Source: an optimization exercise on an open RTL-to-GDS flow (aim: small area, a short achievable clock period and few clock cycles per item). Production flows keep margins and buffers that such runs may drop.
RTL that was checked went through simulation tests only; none was proved equivalent to the original.
Power figures rest on the tool's default switching activity, not on a simulated workload.

==> inputs of 02-16 <==
==> flow/design.v <==
`default_nettype none
package tps_pkg;
  localparam int DUTY_BITS  = 10;
  localparam int TIME_BITS  = 32;
  localparam int FREQ_BITS  = 16;
  localparam int CFG_DUTY_W = 10;
  localparam int CFG_DATA_W = 16;
  localparam int DUTY_MAX   = (1 << DUTY_BITS) - 1;
  typedef logic [TIME_BITS-1:0] time_t;
  typedef logic [DUTY_BITS-1:0] duty_t;
  typedef logic [FREQ_BITS-1:0] freq_t;
  typedef logic [2:0]           pat_t;
  typedef logic [2:0]           pos_t;
  localparam pat_t PAT_NONE    = 3'd0;
  localparam pat_t PAT_WARNING = 3'd6;
  localparam pat_t PAT_ERROR   = 3'd7;
  typedef enum logic [2:0] {
    OP_TICK   = 3'd0,
    OP_START  = 3'd1,
    OP_CUSTOM = 3'd2,
    OP_STOP   = 3'd3,
    OP_ENABLE = 3'd4
  } op_e;
  typedef enum logic [1:0] {
    CFG_NORMAL_DUTY = 2'd0,
    CFG_STRONG_DUTY = 2'd1,
    CFG_WARN_REPEAT = 2'd2,
    CFG_ERR_REPEAT  = 2'd3
  } cfg_idx_e;
  typedef enum logic [1:0] {
    LVL_OFF    = 2'd0,
    LVL_NORMAL = 2'd1,
    LVL_STRONG = 2'd2
  } lvl_e;
  typedef struct packed {
    logic [CFG_DUTY_W-1:0] normal_duty;
    logic [CFG_DUTY_W-1:0] strong_duty;
    logic [15:0]           warning_repeat_ms;
    logic [15:0]           error_repeat_ms;
  } cfg_t;
  typedef struct packed {
    logic [2:0]  operation;
    time_t       now_ms;
    logic [3:0]  pattern_id;
    logic [15:0] custom_freq_hz;
    logic [15:0] custom_duty;
    logic [15:0] custom_length_ms;
    logic        enable_value;
  } in_item_t;
  typedef struct packed {
    logic  tone_on;
    freq_t tone_freq_hz;
    duty_t tone_duty;
    logic  busy;
  } res_t;
  typedef struct packed {
    freq_t      freq;
    logic [7:0] dur;
    lvl_e       level;
  } step_t;
endpackage
`default_nettype wire
`default_nettype none
import tps_pkg::*;
module tps_cfg_regs (
  input  wire logic                  clk_i,
  input  wire logic                  rst_ni,
  input  wire logic                  cfg_valid_i,
  output logic                       cfg_ready_o,
  input  wire logic [1:0]            cfg_index_i,
  input  wire logic [CFG_DATA_W-1:0] cfg_data_i,
  output tps_pkg::cfg_t              cfg_o
);
  tps_pkg::cfg_t cfg_q;
  assign cfg_ready_o = 1'b1;
  always_ff @(posedge clk_i or negedge rst_ni) begin
    if (!rst_ni) begin
      cfg_q.normal_duty       <= CFG_DUTY_W'(512);
      cfg_q.strong_duty       <= CFG_DUTY_W'(1023);
      cfg_q.warning_repeat_ms <= 16'd2000;
      cfg_q.error_repeat_ms   <= 16'd1000;
    end else if (cfg_valid_i) begin
      if (cfg_index_i == CFG_NORMAL_DUTY) cfg_q.normal_duty       <= cfg_data_i[CFG_DUTY_W-1:0];
      if (cfg_index_i == CFG_STRONG_DUTY) cfg_q.strong_duty       <= cfg_data_i[CFG_DUTY_W-1:0];
      if (cfg_index_i == CFG_WARN_REPEAT) cfg_q.warning_repeat_ms <= cfg_data_i[15:0];
      if (cfg_index_i == CFG_ERR_REPEAT)  cfg_q.error_repeat_ms   <= cfg_data_i[15:0];
    end
  end
  assign cfg_o = cfg_q;
endmodule
`default_nettype wire
`default_nettype none
import tps_pkg::*;
module tps_core (
  input  wire logic                 clk_i,
  input  wire logic                 rst_ni,
  input  wire logic                 take_i,
  input  wire logic [2:0]           operation_i,
  input  wire logic [TIME_BITS-1:0] now_i,
  input  wire logic [3:0]           pattern_id_i,
  input  wire logic [15:0]          cust_freq_i,
  input  wire logic [15:0]          cust_duty_i,
  input  wire logic [15:0]          cust_len_i,
  input  wire logic                 enable_i,
  input  wire tps_pkg::cfg_t        cfg_i,
  output logic                      tone_on_o,
  output logic [FREQ_BITS-1:0]      freq_o,
  output logic [DUTY_BITS-1:0]      duty_o,
  output logic                      busy_o
);
  function automatic tps_pkg::step_t step_lookup(tps_pkg::pat_t pat, tps_pkg::pos_t pos);
    tps_pkg::step_t s;
    case ({pat, pos})
      {3'd1, 3'd0}: s = {16'd880,  8'd90,  tps_pkg::LVL_NORMAL};
      {3'd1, 3'd1}: s = {16'd0,    8'd30,  tps_pkg::LVL_OFF};
      {3'd1, 3'd2}: s = {16'd1175, 8'd90,  tps_pkg::LVL_NORMAL};
      {3'd1, 3'd3}: s = {16'd0,    8'd30,  tps_pkg::LVL_OFF};
      {3'd1, 3'd4}: s = {16'd1568, 8'd120, tps_pkg::LVL_NORMAL};
      {3'd2, 3'd0}: s = {16'd1568, 8'd90,  tps_pkg::LVL_NORMAL};
      {3'd2, 3'd1}: s = {16'd0,    8'd30,  tps_pkg::LVL_OFF};
      {3'd2, 3'd2}: s = {16'd1175, 8'd90,  tps_pkg::LVL_NORMAL};
      {3'd2, 3'd3}: s = {16'd0,    8'd30,  tps_pkg::LVL_OFF};
      {3'd2, 3'd4}: s = {16'd880,  8'd120, tps_pkg::LVL_NORMAL};
      {3'd3, 3'd0}: s = {16'd1568, 8'd60,  tps_pkg::LVL_NORMAL};
      {3'd3, 3'd1}: s = {16'd0,    8'd40,  tps_pkg::LVL_OFF};
      {3'd3, 3'd2}: s = {16'd2093, 8'd80,  tps_pkg::LVL_NORMAL};
      {3'd4, 3'd0}: s = {16'd1175, 8'd60,  tps_pkg::LVL_NORMAL};
      {3'd5, 3'd0}: s = {16'd3000, 8'd25,  tps_pkg::LVL_STRONG};
      {3'd6, 3'd0}: s = {16'd1175, 8'd60,  tps_pkg::LVL_NORMAL};
      {3'd7, 3'd0}: s = {16'd880,  8'd70,  tps_pkg::LVL_STRONG};
      {3'd7, 3'd1}: s = {16'd0,    8'd100, tps_pkg::LVL_OFF};
      {3'd7, 3'd2}: s = {16'd880,  8'd70,  tps_pkg::LVL_STRONG};
      default:      s = {16'd0,    8'd0,   tps_pkg::LVL_OFF};
    endcase
    step_lookup = s;
  endfunction
  function automatic tps_pkg::pos_t step_count(tps_pkg::pat_t pat);
    tps_pkg::pos_t c;
    case (pat)
      3'd1, 3'd2:       c = 3'd5;
      3'd3, 3'd7:       c = 3'd3;
      3'd4, 3'd5, 3'd6: c = 3'd1;
      default:          c = 3'd0;
    endcase
    step_count = c;
  endfunction
  logic           en_q, en_d;
  logic           cust_q, cust_d;
  tps_pkg::pat_t  pat_q, pat_d;
  tps_pkg::pos_t  pos_q, pos_d;
  tps_pkg::time_t end_q, end_d;
  tps_pkg::time_t mark_q, mark_d;
  tps_pkg::freq_t freq_q, freq_d;
  tps_pkg::duty_t duty_q, duty_d;
  tps_pkg::pos_t  cnt, pos_inc;
  logic [15:0]    rep;
  logic           rep_nz;
  logic           playing, waiting, last;
  tps_pkg::time_t cmp_val;
  logic           ge;
  tps_pkg::time_t now_plus, mark_plus;
  logic           cust_zero;
  tps_pkg::pat_t  new_pat;
  logic           op_tick, op_start, op_cust, op_stop, op_en;
  tps_pkg::pos_t  tpos;
  tps_pkg::step_t tstp, sstp;
  tps_pkg::freq_t tfreq, sfreq;
  tps_pkg::duty_t tduty, sduty, cduty;
  assign op_tick  = (operation_i == OP_TICK);
  assign op_start = (operation_i == OP_START);
  assign op_cust  = (operation_i == OP_CUSTOM);
  assign op_stop  = (operation_i == OP_STOP);
  assign op_en    = (operation_i == OP_ENABLE);
  assign cnt       = step_count(pat_q);
  assign rep       = (pat_q == PAT_WARNING) ? cfg_i.warning_repeat_ms :
                     (pat_q == PAT_ERROR)   ? cfg_i.error_repeat_ms : 16'd0;
  assign rep_nz    = (rep != '0);
  assign pos_inc   = pos_q + 3'd1;
  assign playing   = (pos_q < cnt);           
  assign waiting   = (pat_q != PAT_NONE) && !playing;
  assign last      = (pos_inc == cnt);
  assign mark_plus = mark_q + TIME_BITS'(rep);
  assign cust_zero = (cust_freq_i == '0) || (cust_duty_i == '0) || (cust_len_i == '0);
  assign new_pat   = pattern_id_i[3] ? PAT_NONE : pattern_id_i[2:0];
  assign cmp_val = (cust_q || playing) ? end_q : mark_q;
  assign ge      = (now_i >= cmp_val);
  assign tpos  = playing ? pos_inc : 3'd0;
  assign tstp  = step_lookup((waiting && !rep_nz) ? PAT_NONE : pat_q, tpos);
  assign tduty = (tstp.level == tps_pkg::LVL_NORMAL) ? cfg_i.normal_duty :
                 (tstp.level == tps_pkg::LVL_STRONG) ? cfg_i.strong_duty : '0;
  assign tfreq = (tstp.freq == '0 || tduty == '0) ? '0 : tstp.freq;
  assign sstp  = step_lookup(new_pat, 3'd0);
  assign sduty = (sstp.level == tps_pkg::LVL_NORMAL) ? cfg_i.normal_duty :
                 (sstp.level == tps_pkg::LVL_STRONG) ? cfg_i.strong_duty : '0;
  assign sfreq = (sstp.freq == '0 || sduty == '0) ? '0 : sstp.freq;
  assign cduty = (|cust_duty_i[15:10]) ? 10'h3FF : cust_duty_i[9:0];
  assign now_plus = now_i + (op_cust  ? TIME_BITS'(cust_len_i) :
                             op_start ? TIME_BITS'(sstp.dur) : TIME_BITS'(tstp.dur));
  always_comb begin
    en_d   = en_q;
    cust_d = cust_q;
    pat_d  = pat_q;
    pos_d  = pos_q;
    end_d  = end_q;
    mark_d = mark_q;
    freq_d = freq_q;
    duty_d = duty_q;
    if (take_i) begin
      if (op_tick) begin
        if (waiting && !rep_nz) pat_d = PAT_NONE;
        if (ge) begin
          cust_d = 1'b0;
          end_d  = now_plus;
          freq_d = (tfreq != '0) ? tfreq : '0;
          duty_d = (tfreq != '0) ? tduty : '0;
          if (playing) begin
            pos_d = pos_inc;
            if (last) begin
              if (!rep_nz) pat_d  = PAT_NONE;
              else         mark_d = mark_plus;
            end
          end else if (waiting) begin
            pos_d  = '0;
            mark_d = now_i;
          end
        end
      end
      if (op_start) begin
        end_d  = now_plus;
        mark_d = now_i;
        if (en_q) begin
          cust_d = 1'b0;
          pat_d  = new_pat;
          pos_d  = '0;
          freq_d = sfreq;
          duty_d = (sfreq != '0) ? sduty : '0;
        end
      end
      if (op_cust) begin
        end_d = now_plus;
        if (en_q) begin
          pat_d  = PAT_NONE;
          cust_d = !cust_zero;
          freq_d = cust_zero ? '0 : cust_freq_i;
          duty_d = cust_zero ? '0 : cduty;
        end
      end
      if (op_stop || (op_en && !enable_i)) begin
        pat_d  = PAT_NONE;
        cust_d = 1'b0;
        freq_d = '0;
        duty_d = '0;
      end
      if (op_en) en_d = enable_i;
    end
  end
  always_ff @(posedge clk_i or negedge rst_ni) begin
    if (!rst_ni) begin
      en_q   <= 1'b1;
      cust_q <= 1'b0;
      pat_q  <= PAT_NONE;
      freq_q <= '0;
      duty_q <= '0;
    end else begin
      en_q   <= en_d;
      cust_q <= cust_d;
      pat_q  <= pat_d;
      freq_q <= freq_d;
      duty_q <= duty_d;
    end
  end
  always_ff @(posedge clk_i) begin
    pos_q  <= pos_d;
    end_q  <= end_d;
    mark_q <= mark_d;
  end
  assign tone_on_o = (duty_q != '0);
  assign freq_o    = freq_q;
  assign duty_o    = duty_q;
  assign busy_o    = cust_q || (pat_q != PAT_NONE && (playing || rep_nz));
endmodule
`default_nettype wire
`default_nettype none
import tps_pkg::*;
module tone_pattern_sequencer_top (
  input  wire logic                  clk_i,
  input  wire logic                  rst_ni,
  input  wire logic                  in_valid_i,
  output logic                       in_stall_o,
  input  wire logic [2:0]            operation_i,
  input  wire logic [TIME_BITS-1:0]  now_ms_i,
  input  wire logic [3:0]            pattern_id_i,
  input  wire logic [15:0]           custom_freq_hz_i,
  input  wire logic [15:0]           custom_duty_i,
  input  wire logic [15:0]           custom_length_ms_i,
  input  wire logic                  enable_value_i,
  output logic                       out_valid_o,
  input  wire logic                  out_stall_i,
  output logic                       tone_on_o,
  output logic [FREQ_BITS-1:0]       tone_freq_hz_o,
  output logic [DUTY_BITS-1:0]       tone_duty_o,
  output logic                       busy_res_o,
  input  wire logic                  cfg_valid_i,
  output logic                       cfg_ready_o,
  input  wire logic [1:0]            cfg_index_i,
  input  wire logic [CFG_DATA_W-1:0] cfg_data_i
);
  logic          out_vld_q;
  logic          take;
  tps_pkg::cfg_t cfg;
  assign in_stall_o = out_vld_q && out_stall_i;
  assign take       = in_valid_i && !in_stall_o;
  tps_cfg_regs u_cfg (
    .clk_i       (clk_i),
    .rst_ni      (rst_ni),
    .cfg_valid_i (cfg_valid_i),
    .cfg_ready_o (cfg_ready_o),
    .cfg_index_i (cfg_index_i),
    .cfg_data_i  (cfg_data_i),
    .cfg_o       (cfg)
  );
  tps_core u_core (
    .clk_i        (clk_i),
    .rst_ni       (rst_ni),
    .take_i       (take),
    .operation_i  (operation_i),
    .now_i        (now_ms_i),
    .pattern_id_i (pattern_id_i),
    .cust_freq_i  (custom_freq_hz_i),
    .cust_duty_i  (custom_duty_i),
    .cust_len_i   (custom_length_ms_i),
    .enable_i     (enable_value_i),
    .cfg_i        (cfg),
    .tone_on_o    (tone_on_o),
    .freq_o       (tone_freq_hz_o),
    .duty_o       (tone_duty_o),
    .busy_o       (busy_res_o)
  );
  always_ff @(posedge clk_i or negedge rst_ni) begin
    if (!rst_ni) begin
      out_vld_q <= 1'b0;
    end else begin
      out_vld_q <= take || in_stall_o;
    end
  end
  assign out_valid_o = out_vld_q;
endmodule
`default_nettype wire
==> flow/run.sh <==
#!/bin/bash
# synth_recipe.tcl (not shown) runs the flow's synth.tcl, then flattens the netlist and writes it again
# the make line also repeats each setting of config.mk as NAME=value (left out here)
make -C /OpenROAD-flow-scripts/flow DESIGN_CONFIG=/design/flow/config.mk WORK_HOME=/design/flow/orfs CLKGATE_MAP_FILE= SYNTH_SCRIPT=/design/flow/synth_recipe.tcl finish
==> flow/config.mk <==
export PLATFORM = sky130hd
export DESIGN_NAME = tone_pattern_sequencer_top
export DESIGN_NICKNAME = tone_pattern_sequencer_top
export VERILOG_FILES = /design/flow/design.v
export SDC_FILE = /design/flow/constraint.sdc
export NUM_CORES = 4
export LEC_CHECK = 0
export CAP_MARGIN = 20
export CORE_MARGIN = 2
export CORE_UTILIZATION = 40
export SLEW_MARGIN = 20
==> flow/constraint.sdc <==
create_clock -name core_clock -period 5.5 [get_ports {clk_i}]
set_input_delay 1.1000 -clock core_clock [delete_from_list [all_inputs] [get_ports {clk_i}]]
set_output_delay 1.1000 -clock core_clock [all_outputs]
set_load 0.01 [all_outputs]
==> 10-01 (differences from 02-16) <==
==> flow/design.v, changed modules only <==
module tps_cfg_regs (
  input  wire logic                  clk_i,
  input  wire logic                  rst_ni,
  input  wire logic                  cfg_valid_i,
  output logic                       cfg_ready_o,
  input  wire logic [1:0]            cfg_index_i,
  input  wire logic [CFG_DATA_W-1:0] cfg_data_i,
  output tps_pkg::cfg_t              cfg_o,
  output logic                       warn_rep_nz_o,
  output logic                       err_rep_nz_o
);
  tps_pkg::cfg_t cfg_q;
  logic          wnz_q, enz_q;
  assign cfg_ready_o = 1'b1;
  always_ff @(posedge clk_i or negedge rst_ni) begin
    if (!rst_ni) begin
      cfg_q.normal_duty       <= CFG_DUTY_W'(512);
      cfg_q.strong_duty       <= CFG_DUTY_W'(1023);
      cfg_q.warning_repeat_ms <= 16'd2000;
      cfg_q.error_repeat_ms   <= 16'd1000;
      wnz_q                   <= 1'b1;
      enz_q                   <= 1'b1;
    end else if (cfg_valid_i) begin
      if (cfg_index_i == CFG_NORMAL_DUTY) cfg_q.normal_duty <= cfg_data_i[CFG_DUTY_W-1:0];
      if (cfg_index_i == CFG_STRONG_DUTY) cfg_q.strong_duty <= cfg_data_i[CFG_DUTY_W-1:0];
      if (cfg_index_i == CFG_WARN_REPEAT) begin
        cfg_q.warning_repeat_ms <= cfg_data_i[15:0];
        wnz_q                   <= (cfg_data_i[15:0] != '0);
      end
      if (cfg_index_i == CFG_ERR_REPEAT) begin
        cfg_q.error_repeat_ms <= cfg_data_i[15:0];
        enz_q                 <= (cfg_data_i[15:0] != '0);
      end
    end
  end
  assign cfg_o         = cfg_q;
  assign warn_rep_nz_o = wnz_q;
  assign err_rep_nz_o  = enz_q;
endmodule
module tps_core (
  input  wire logic                 clk_i,
  input  wire logic                 rst_ni,
  input  wire logic                 take_i,
  input  wire logic [2:0]           operation_i,
  input  wire logic [TIME_BITS-1:0] now_i,
  input  wire logic [3:0]           pattern_id_i,
  input  wire logic [15:0]          cust_freq_i,
  input  wire logic [15:0]          cust_duty_i,
  input  wire logic [15:0]          cust_len_i,
  input  wire logic                 enable_i,
  input  wire tps_pkg::cfg_t        cfg_i,
  input  wire logic                 wnz_i,
  input  wire logic                 enz_i,
  output logic                      tone_on_o,
  output logic [FREQ_BITS-1:0]      freq_o,
  output logic [DUTY_BITS-1:0]      duty_o,
  output logic                      busy_o
);
  function automatic tps_pkg::step_t step_lookup(tps_pkg::pat_t pat, tps_pkg::pos_t pos);
    tps_pkg::step_t s;
    case ({pat, pos})
      {3'd1, 3'd0}: s = {16'd880,  8'd90,  tps_pkg::LVL_NORMAL};
      {3'd1, 3'd1}: s = {16'd0,    8'd30,  tps_pkg::LVL_OFF};
      {3'd1, 3'd2}: s = {16'd1175, 8'd90,  tps_pkg::LVL_NORMAL};
      {3'd1, 3'd3}: s = {16'd0,    8'd30,  tps_pkg::LVL_OFF};
      {3'd1, 3'd4}: s = {16'd1568, 8'd120, tps_pkg::LVL_NORMAL};
      {3'd2, 3'd0}: s = {16'd1568, 8'd90,  tps_pkg::LVL_NORMAL};
      {3'd2, 3'd1}: s = {16'd0,    8'd30,  tps_pkg::LVL_OFF};
      {3'd2, 3'd2}: s = {16'd1175, 8'd90,  tps_pkg::LVL_NORMAL};
      {3'd2, 3'd3}: s = {16'd0,    8'd30,  tps_pkg::LVL_OFF};
      {3'd2, 3'd4}: s = {16'd880,  8'd120, tps_pkg::LVL_NORMAL};
      {3'd3, 3'd0}: s = {16'd1568, 8'd60,  tps_pkg::LVL_NORMAL};
      {3'd3, 3'd1}: s = {16'd0,    8'd40,  tps_pkg::LVL_OFF};
      {3'd3, 3'd2}: s = {16'd2093, 8'd80,  tps_pkg::LVL_NORMAL};
      {3'd4, 3'd0}: s = {16'd1175, 8'd60,  tps_pkg::LVL_NORMAL};
      {3'd5, 3'd0}: s = {16'd3000, 8'd25,  tps_pkg::LVL_STRONG};
      {3'd6, 3'd0}: s = {16'd1175, 8'd60,  tps_pkg::LVL_NORMAL};
      {3'd7, 3'd0}: s = {16'd880,  8'd70,  tps_pkg::LVL_STRONG};
      {3'd7, 3'd1}: s = {16'd0,    8'd100, tps_pkg::LVL_OFF};
      {3'd7, 3'd2}: s = {16'd880,  8'd70,  tps_pkg::LVL_STRONG};
      default:      s = {16'd0,    8'd0,   tps_pkg::LVL_OFF};
    endcase
    step_lookup = s;
  endfunction
  function automatic tps_pkg::pos_t step_count(tps_pkg::pat_t pat);
    tps_pkg::pos_t c;
    case (pat)
      3'd1, 3'd2:       c = 3'd5;
      3'd3, 3'd7:       c = 3'd3;
      3'd4, 3'd5, 3'd6: c = 3'd1;
      default:          c = 3'd0;
    endcase
    step_count = c;
  endfunction
  logic           en_q, en_d;
  logic           cust_q, cust_d;
  logic           play_q, play_d;
  logic           on_q, on_d;
  tps_pkg::pat_t  pat_q, pat_d;
  tps_pkg::pos_t  pos_q, pos_d;
  tps_pkg::time_t due_q, due_d;
  tps_pkg::time_t start_q, start_d;
  tps_pkg::freq_t freq_q, freq_d;
  tps_pkg::duty_t duty_q, duty_d;
  tps_pkg::pos_t  pos_inc;
  logic [15:0]    rep;
  logic           rep_nz;
  logic           waiting, last, ends;
  logic           ge;
  tps_pkg::time_t now_plus, next_rep;
  logic           cust_zero;
  tps_pkg::pat_t  new_pat;
  logic           op_tick, op_start, op_cust, op_stop, op_en;
  logic           f_begin;
  tps_pkg::pos_t  f_pos;
  tps_pkg::step_t tstp, sstp;
  tps_pkg::freq_t tfreq, sfreq;
  tps_pkg::duty_t tduty, sduty, cduty;
  logic           ton, son;
  assign op_tick  = (operation_i == OP_TICK);
  assign op_start = (operation_i == OP_START);
  assign op_cust  = (operation_i == OP_CUSTOM);
  assign op_stop  = (operation_i == OP_STOP);
  assign op_en    = (operation_i == OP_ENABLE);
  assign rep      = pat_q[0] ? cfg_i.error_repeat_ms : cfg_i.warning_repeat_ms;
  assign rep_nz   = pat_q[2] && pat_q[1] && (pat_q[0] ? enz_i : wnz_i);
  assign pos_inc  = pos_q + 3'd1;
  assign waiting  = (pat_q != PAT_NONE) && !play_q;
  assign last     = (pos_inc == step_count(pat_q));
  assign ends     = waiting && !rep_nz;
  assign next_rep = start_q + TIME_BITS'(rep);
  assign cust_zero = (cust_freq_i == '0) || (cust_duty_i == '0) || (cust_len_i == '0);
  assign new_pat   = pattern_id_i[3] ? PAT_NONE : pattern_id_i[2:0];
  assign ge = (now_i >= due_q);
  assign f_begin = play_q ? !last : (waiting && rep_nz);
  assign f_pos   = play_q ? pos_inc : 3'd0;
  assign tstp    = step_lookup(f_begin ? pat_q : PAT_NONE, f_pos);
  assign tduty   = (tstp.level == tps_pkg::LVL_NORMAL) ? cfg_i.normal_duty :
                   (tstp.level == tps_pkg::LVL_STRONG) ? cfg_i.strong_duty : '0;
  assign ton     = (tstp.freq != '0) && (tduty != '0);
  assign tfreq   = ton ? tstp.freq : '0;
  assign sstp  = step_lookup(new_pat, 3'd0);
  assign sduty = (sstp.level == tps_pkg::LVL_NORMAL) ? cfg_i.normal_duty :
                 (sstp.level == tps_pkg::LVL_STRONG) ? cfg_i.strong_duty : '0;
  assign son   = (sstp.freq != '0) && (sduty != '0);
  assign sfreq = son ? sstp.freq : '0;
  assign cduty = (|cust_duty_i[15:10]) ? 10'h3FF : cust_duty_i[9:0];
  assign now_plus = now_i + (op_cust  ? TIME_BITS'(cust_len_i) :
                             op_start ? TIME_BITS'(sstp.dur) : TIME_BITS'(tstp.dur));
  always_comb begin
    en_d    = en_q;
    cust_d  = cust_q;
    play_d  = play_q;
    on_d    = on_q;
    pat_d   = pat_q;
    pos_d   = pos_q;
    due_d   = due_q;
    start_d = start_q;
    freq_d  = freq_q;
    duty_d  = duty_q;
    if (take_i) begin
      if (op_tick) begin
        if (ends) pat_d = PAT_NONE;
        if (ge) begin
          cust_d = 1'b0;
          on_d   = ton;
          freq_d = tfreq;
          duty_d = ton ? tduty : '0;
          pos_d  = f_pos;
          play_d = f_begin;
          due_d  = f_begin ? now_plus : next_rep;
          if (waiting) start_d = now_i;
          if (play_q && last && !rep_nz) pat_d = PAT_NONE;
        end
      end
      if (op_start) begin
        due_d   = now_plus;
        start_d = now_i;
        if (en_q) begin
          cust_d = 1'b0;
          pat_d  = new_pat;
          pos_d  = '0;
          play_d = (new_pat != PAT_NONE);
          on_d   = son;
          freq_d = sfreq;
          duty_d = son ? sduty : '0;
        end
      end
      if (op_cust) begin
        due_d = now_plus;
        if (en_q) begin
          pat_d  = PAT_NONE;
          play_d = 1'b0;
          cust_d = !cust_zero;
          on_d   = !cust_zero;
          freq_d = cust_zero ? '0 : cust_freq_i;
          duty_d = cust_zero ? '0 : cduty;
        end
      end
      if (op_stop || (op_en && !enable_i)) begin
        pat_d  = PAT_NONE;
        play_d = 1'b0;
        cust_d = 1'b0;
        on_d   = 1'b0;
        freq_d = '0;
        duty_d = '0;
      end
      if (op_en) en_d = enable_i;
    end
  end
  always_ff @(posedge clk_i or negedge rst_ni) begin
    if (!rst_ni) begin
      en_q   <= 1'b1;
      cust_q <= 1'b0;
      play_q <= 1'b0;
      on_q   <= 1'b0;
      pat_q  <= PAT_NONE;
      freq_q <= '0;
      duty_q <= '0;
    end else begin
      en_q   <= en_d;
      cust_q <= cust_d;
      play_q <= play_d;
      on_q   <= on_d;
      pat_q  <= pat_d;
      freq_q <= freq_d;
      duty_q <= duty_d;
    end
  end
  always_ff @(posedge clk_i) begin
    pos_q   <= pos_d;
    due_q   <= due_d;
    start_q <= start_d;
  end
  assign tone_on_o = on_q;
  assign freq_o    = freq_q;
  assign duty_o    = duty_q;
  assign busy_o    = cust_q || play_q || (waiting && rep_nz);
endmodule
module tone_pattern_sequencer_top (
  input  wire logic                  clk_i,
  input  wire logic                  rst_ni,
  input  wire logic                  in_valid_i,
  output logic                       in_stall_o,
  input  wire logic [2:0]            operation_i,
  input  wire logic [TIME_BITS-1:0]  now_ms_i,
  input  wire logic [3:0]            pattern_id_i,
  input  wire logic [15:0]           custom_freq_hz_i,
  input  wire logic [15:0]           custom_duty_i,
  input  wire logic [15:0]           custom_length_ms_i,
  input  wire logic                  enable_value_i,
  output logic                       out_valid_o,
  input  wire logic                  out_stall_i,
  output logic                       tone_on_o,
  output logic [FREQ_BITS-1:0]       tone_freq_hz_o,
  output logic [DUTY_BITS-1:0]       tone_duty_o,
  output logic                       busy_res_o,
  input  wire logic                  cfg_valid_i,
  output logic                       cfg_ready_o,
  input  wire logic [1:0]            cfg_index_i,
  input  wire logic [CFG_DATA_W-1:0] cfg_data_i
);
  logic          out_vld_q;
  logic          take;
  tps_pkg::cfg_t cfg;
  logic          wnz, enz;
  assign in_stall_o = out_vld_q && out_stall_i;
  assign take       = in_valid_i && !in_stall_o;
  tps_cfg_regs u_cfg (
    .clk_i       (clk_i),
    .rst_ni      (rst_ni),
    .cfg_valid_i (cfg_valid_i),
    .cfg_ready_o (cfg_ready_o),
    .cfg_index_i (cfg_index_i),
    .cfg_data_i  (cfg_data_i),
    .cfg_o       (cfg),
    .warn_rep_nz_o (wnz),
    .err_rep_nz_o  (enz)
  );
  tps_core u_core (
    .clk_i        (clk_i),
    .rst_ni       (rst_ni),
    .take_i       (take),
    .operation_i  (operation_i),
    .now_i        (now_ms_i),
    .pattern_id_i (pattern_id_i),
    .cust_freq_i  (custom_freq_hz_i),
    .cust_duty_i  (custom_duty_i),
    .cust_len_i   (custom_length_ms_i),
    .enable_i     (enable_value_i),
    .cfg_i        (cfg),
    .wnz_i        (wnz),
    .enz_i        (enz),
    .tone_on_o    (tone_on_o),
    .freq_o       (tone_freq_hz_o),
    .duty_o       (tone_duty_o),
    .busy_o       (busy_res_o)
  );
  always_ff @(posedge clk_i or negedge rst_ni) begin
    if (!rst_ni) begin
      out_vld_q <= 1'b0;
    end else begin
      out_vld_q <= take || in_stall_o;
    end
  end
  assign out_valid_o = out_vld_q;
endmodule
==> 01-05 (differences from 02-16) <==
Settings changed: SETUP_SLACK_MARGIN from default to 2.7.
==> flow_summary_export.csv <==
group,metric,value,unit
critical_path,worst_r2r_endpoint,"u_core.freq_q[4]",
global_routing,grt_pass1_wl,57.2,mm
place,dp_hpwl,27.4,mm
run_status,outcome,"timing/DRC/antenna clean",
the above is filed under 02-16

==> flow_summary_export.csv <==
group,metric,value,unit
global_routing,grt_pass1_wl,51.0,mm
floorplanning,row_count,60,
cells_and_area,multi_input_area_share,0.472,
run_status,outcome,"timing/DRC/antenna clean",
place,dp_hpwl,24.4,mm
pwr,power.total,3.63,mW
the above is filed under 10-01

==> flow_summary_export.csv <==
group,metric,value,unit
place,dp_hpwl,27.0,mm
routing,vias,11186,
critical_path,worst_r2r_endpoint,"u_core.end_q[19]",
cells_and_area,antennaDiodeCount,0,
global_routing,grt_pass1_wl,60.3,mm
yosys,synth_edf_count,67,
run_status,outcome,"timing/DRC/antenna clean",
critical_path,r2r-start,"u_core.pat_q[0]",
the above is filed under 01-05

Testbench counts of 10-01, summed over its fixed seeds: cycles 8,008, items 8,000.
For 02-16 and 01-05, only the layout was checked, not whether the RTL still works.

==> re-timing with driven ports <==
How much do the figures lean on ideal ports? The routed layouts below were timed once more, with nothing changed but the port constraints.
Step 1 assumes that a clkbuf_16 drives the clock port and a buf_2 every other input.
Step 2, shift: input delay + t, output delay - t, t = (earliest + latest rising clock arrival at the registers) / 2. This alone moves slack from input paths to output paths.
Slacks: ideal ports / drivers / drivers and shift; pairs: ideal ports / drivers.
run	t (ns)	setup WS [ns]	worst register clock-pin slew, ns
02-16	0.495	0.323 / 0.323 / -0.015	0.07 / 0.07
10-01	0.481	0.482 / 0.482 / 0.264	0.08 / 0.08
01-05	0.491	1.088 / 1.088 / 0.714	0.07 / 0.07
With both steps, setup timing fails in 02-16, where it was met with ideal ports. For 01-05, which loses most, drivers alone change the setup slack by 0.000 ns; drivers and shift together by -0.374 ns.
